Background: an optimization exercise with open tools, aiming at small area and a short achievable clock period. Do not read the settings as production practice.
Where RTL was checked, it was by simulation tests only, not by an equivalence proof against the original.
No driver is modelled on the clock port, so clocking that relies on it looks cheaper here than on a real chip.
Power and IR drop assume default switching activity.

== north ==
==> flow/design.v (excerpt) <==
module nic_control (
    input  logic                          clk,
    input  logic                          resetn,
    input  logic                          req_write,
    input  logic [8-1:0]   req_write_index,
    input  logic [32-1:0]    req_write_data,
    input  logic                          req_read,
    input  logic [8-1:0]   req_read_index,
    output logic                          rsp_write_done,
    output logic [1:0]                    rsp_write_resp,
    output logic                          rsp_read_valid,
    output logic [32-1:0]    rsp_read_data,
    output logic [1:0]                    rsp_read_resp,
    input  logic                          ev_good,
    input  logic                          ev_bad,
    input  logic                          ev_range_err,
    input  logic [32-1:0]   seq_tdata,
    input  logic                          seq_tvalid,
    input  logic                          seq_tready,
    input  logic                          overflow_0,
    input  logic                          overflow_1,
    input  logic                          hbm_cattrip,
    input  logic                          pcs_aligned,
    input  logic                          generator_idle,
    output logic [64-1:0]        cfg_pci_base,
    output logic [64-1:0]        cfg_pci_size,
    output logic [64-1:0]        cfg_packet_count,
    output logic                          cfg_loopback,
    output logic                          gen_packets,
    output logic                          pause_pci,
    output logic                          resetn_out
);
Size: roughly 2000 cells after synthesis, roughly 440 flip-flops, about 330 I/O pins, roughly 21000 sq um of cells after synthesis.
==> flow/config.mk <==
export PLATFORM = sky130hd
export DESIGN_NAME = nic_control
export DESIGN_NICKNAME = nic_control
export VERILOG_FILES = /design/flow/design.v
export SDC_FILE = /design/flow/constraint.sdc
export NUM_CORES = 4
export LEC_CHECK = 0
export CAP_MARGIN = 20
export CORE_MARGIN = 2
export CORE_UTILIZATION = 55
export CTS_CLUSTER_DIAMETER = 60
export CTS_CLUSTER_SIZE = 20
export PLACE_DENSITY = 0.7
export SETUP_SLACK_MARGIN = 2.8
export SLEW_MARGIN = 20
export TNS_END_PERCENT = 5
export BUFFER_PORTS_ARGS = -buffer_cell sky130_fd_sc_hd__buf_1
export PRE_CTS_TCL = /design/flow/flow/pre_cts.tcl
export DONT_USE_CELLS = sky130_fd_sc_hd__or4_1 sky130_fd_sc_hd__or4_2 sky130_fd_sc_hd__or4_4 sky130_fd_sc_hd__or4b_1 sky130_fd_sc_hd__or4b_2 sky130_fd_sc_hd__or4b_4 sky130_fd_sc_hd__or4bb_1 sky130_fd_sc_hd__or4bb_2 sky130_fd_sc_hd__or4bb_4 sky130_fd_sc_hd__nor4_1 sky130_fd_sc_hd__nor4_2 sky130_fd_sc_hd__nor4_4 sky130_fd_sc_hd__nor4b_1 sky130_fd_sc_hd__nor4b_2 sky130_fd_sc_hd__nor4b_4 sky130_fd_sc_hd__nor4bb_1 sky130_fd_sc_hd__nor4bb_2 sky130_fd_sc_hd__nor4bb_4 sky130_fd_sc_hd__or3_1 sky130_fd_sc_hd__or3_2 sky130_fd_sc_hd__or3_4 sky130_fd_sc_hd__or3b_1 sky130_fd_sc_hd__or3b_2 sky130_fd_sc_hd__or3b_4
==> flow/constraint.sdc <==
create_clock -name core_clock -period 5.0 [get_ports {clk}]
set_input_delay 1.0000 -clock core_clock [delete_from_list [all_inputs] [get_ports {clk}]]
set_output_delay 1.0000 -clock core_clock [all_outputs]
set_load 0.01 [all_outputs]
standard.sh (not shown) runs the stock make flow with config.mk's settings and CLKGATE_MAP_FILE= SYNTH_SCRIPT=/design/flow/synth_recipe.tcl, a recipe that flattens the netlist after the stock synthesis.
==> flow/flow/run.sh <==
#!/bin/bash
set -euo pipefail
cd "$(dirname "$0")/.."
FLOWDIR=$(pwd)/flow
cat >> config.mk <<EOC
export BUFFER_PORTS_ARGS = -buffer_cell sky130_fd_sc_hd__buf_1
export PRE_CTS_TCL = $FLOWDIR/pre_cts.tcl
export DONT_USE_CELLS = $(cat $FLOWDIR/slow_cells.txt)
EOC
bash standard.sh > flow_standard.log 2>&1
==> flow/flow/pre_cts.tcl <==
# Wrap clock_tree_synthesis: after the tree is built, remove its root buffer so that the
# clock port drives the first-level buffers directly.
proc my_remove_clock_root {} {
  set block [ord::get_db_block]
  foreach inst [$block getInsts] {
    set name [$inst getName]
    if {![string match "clkbuf_0_*" $name]} { continue }
    set in_net [[$inst findITerm A] getNet]
    set out_net [[$inst findITerm X] getNet]
    set sinks {}
    foreach it [$out_net getITerms] {
      if {[$it getInst] != $inst} { lappend sinks $it }
    }
    if {[llength $sinks] > 4} {
      puts "keeping clock root $name: it drives [llength $sinks] pins"
      continue
    }
    puts "removing clock root $name driving [llength $sinks] pins"
    foreach it $sinks { $it disconnect }
    [$inst findITerm A] disconnect
    [$inst findITerm X] disconnect
    odb::dbInst_destroy $inst
    foreach it $sinks { $it connect $in_net }
    odb::dbNet_destroy $out_net
  }
}

rename clock_tree_synthesis my_orig_clock_tree_synthesis
proc clock_tree_synthesis {args} {
  my_orig_clock_tree_synthesis {*}$args
  my_remove_clock_root
}
==> flow/flow/slow_cells.txt <==
sky130_fd_sc_hd__or4_1 sky130_fd_sc_hd__or4_2 sky130_fd_sc_hd__or4_4 sky130_fd_sc_hd__or4b_1 sky130_fd_sc_hd__or4b_2 sky130_fd_sc_hd__or4b_4 sky130_fd_sc_hd__or4bb_1 sky130_fd_sc_hd__or4bb_2 sky130_fd_sc_hd__or4bb_4 sky130_fd_sc_hd__nor4_1 sky130_fd_sc_hd__nor4_2 sky130_fd_sc_hd__nor4_4 sky130_fd_sc_hd__nor4b_1 sky130_fd_sc_hd__nor4b_2 sky130_fd_sc_hd__nor4b_4 sky130_fd_sc_hd__nor4bb_1 sky130_fd_sc_hd__nor4bb_2 sky130_fd_sc_hd__nor4bb_4 sky130_fd_sc_hd__or3_1 sky130_fd_sc_hd__or3_2 sky130_fd_sc_hd__or3_4 sky130_fd_sc_hd__or3b_1 sky130_fd_sc_hd__or3b_2 sky130_fd_sc_hd__or3b_4
> inputs changed (north -> south)
--- a/flow/design.v
+++ b/flow/design.v
@@ -174,59 +174,35 @@
         end else begin
             pause_count <= pause_count ^ (pause_borrow & {32{pause_pci}});
             pause_pci   <= pause_pci && |pause_count[31:1];
         end
     end
     logic [63:0] good, bad;
+    logic [63:0] good_carry, bad_carry;
     logic        pci_range_err, seq_error;
     logic [31:0] seq_expect;
     logic [31:0] tdata_carry;
     logic        beat, seq_bad;
     nic_prefix_and #(.W(32)) tdata_carry_i (.x(seq_tdata), .c(tdata_carry));
+    nic_prefix_and #(.W(64)) good_carry_i  (.x(good),      .c(good_carry));
+    nic_prefix_and #(.W(64)) bad_carry_i   (.x(bad),       .c(bad_carry));
     logic [31:0] wdc;
-    logic        wdc_lo_ones, wdc_hi_ones;
-    assign wdc         = clear ? 32'd0 : wd;
-    assign wdc_lo_ones = &wdc[15:0];
-    assign wdc_hi_ones = &wdc[31:16];
-    logic [1:0][63:0] cnt;
-    logic [1:0][2:0]  seg_full;
-    logic [1:0]       ev, w_h, w_l, ld_h, ld_l, inc;
-    logic [1:0][3:0]  seg_cin;
-    logic [1:0][63:0] cnt_carry;
-    assign ev  = {ev_bad, ev_good};
-    assign w_h = {w_bad_h, w_good_h};
-    assign w_l = {w_bad_l, w_good_l};
-    assign good = cnt[0];
-    assign bad  = cnt[1];
-    for (genvar c = 0; c < 2; c++) begin : g_cnt
-        assign ld_h[c] = clear || w_h[c];
-        assign ld_l[c] = clear || w_l[c];
-        assign inc[c]  = ev[c] && !w_h[c] && !w_l[c];
-        assign seg_cin[c][0] = inc[c];
-        for (genvar k = 1; k < 4; k++) begin : g_cin
-            assign seg_cin[c][k] = inc[c] && &seg_full[c][k-1:0];
-        end
-        for (genvar i = 0; i < 64; i++) begin : g_bit
-            if (i % 16 == 0) begin : g_first
-                assign cnt_carry[c][i] = seg_cin[c][i/16];
-            end else begin : g_rest
-                assign cnt_carry[c][i] = seg_cin[c][i/16] && &cnt[c][i-1:(i/16)*16];
-            end
-        end
-    end
-    always_ff @(posedge clk) begin
-        for (int c = 0; c < 2; c++) begin
-            cnt[c][63:32] <= ld_h[c] ? wdc : cnt[c][63:32] ^ cnt_carry[c][63:32];
-            cnt[c][31:0]  <= ld_l[c] ? wdc : cnt[c][31:0]  ^ cnt_carry[c][31:0];
-            seg_full[c][0] <= ld_l[c] ? wdc_lo_ones :
-                              seg_cin[c][0] ? (cnt[c][15:0] == 16'hfffe) : seg_full[c][0];
-            seg_full[c][1] <= ld_l[c] ? wdc_hi_ones :
-                              seg_cin[c][1] ? (cnt[c][31:16] == 16'hfffe) : seg_full[c][1];
-            seg_full[c][2] <= ld_h[c] ? wdc_lo_ones :
-                              seg_cin[c][2] ? (cnt[c][47:32] == 16'hfffe) : seg_full[c][2];
-        end
+    logic        ld_good_h, ld_good_l, ld_bad_h, ld_bad_l;
+    logic        inc_good, inc_bad;
+    assign wdc       = clear ? 32'd0 : wd;
+    assign ld_good_h = clear || w_good_h;
+    assign ld_good_l = clear || w_good_l;
+    assign ld_bad_h  = clear || w_bad_h;
+    assign ld_bad_l  = clear || w_bad_l;
+    assign inc_good  = ev_good && !w_good_h && !w_good_l;
+    assign inc_bad   = ev_bad && !w_bad_h && !w_bad_l;
+    always_ff @(posedge clk) begin
+        good[63:32] <= ld_good_h ? wdc : good[63:32] ^ ({32{inc_good}} & good_carry[63:32]);
+        good[31:0]  <= ld_good_l ? wdc : good[31:0]  ^ ({32{inc_good}} & good_carry[31:0]);
+        bad[63:32]  <= ld_bad_h  ? wdc : bad[63:32]  ^ ({32{inc_bad}}  & bad_carry[63:32]);
+        bad[31:0]   <= ld_bad_l  ? wdc : bad[31:0]   ^ ({32{inc_bad}}  & bad_carry[31:0]);
     end
     always_ff @(posedge clk) begin
         if (clear) begin
             pci_range_err <= 1'b0;
         end else if (ev_range_err) begin
             pci_range_err <= 1'b1;
Notes after the runs:
Both conditions hold for south: the flow ran to the end and the final layout passed the timing, DRC and antenna checks.
Portion of the layout cell area used by clock cells: south vs north, no meaningful difference
Going from north to south, pin count of the biggest net entering global routing went up by about 40%, routed wire length went down by about 12%.
On number of vias after detailed routing: between north and south, it ends up higher for north.
In south the final critical delay including setup and external delays turned out 0.047 ns higher than in north.
Any difference in combinational cell fraction of total power between south and north is small enough to ignore.
Compare north and south | utilization higher: north
south against north: final RePlAce weighted congestion lower, net switching power decreased by 140 uW relative to the old numbers.
No functional check of the RTL was part of north.

separate check: timing with driven ports:
The results above use ideal ports. As a check the final layouts listed here were re-extracted and re-timed, cells and wires unchanged. Step 1: set_driving_cell puts a clkbuf_16 on clk and a buf_2 on each other input, an assumption about the parent block. Step 2 also shifts input and output timing later by t, the mid clock arrival at the registers, as if the neighbouring blocks saw the same clock. Slacks: ideal ports / drivers / drivers and shift; pairs: ideal ports / drivers.
| run | shift t [ns] | setup slack, ns | worst register clock-pin slew, ns |
|---|---|---|---|
| north | 0.473 | 2.590 / 2.665 / 2.193 | 0.08 / 0.08 |
| south | 0.465 | 2.544 / 2.618 / 2.153 | 0.08 / 0.08 |
After both steps every run listed still meets setup and hold. The setup slack of north, which loses most, moves by +0.075 ns with the drivers and by -0.397 ns with both steps.
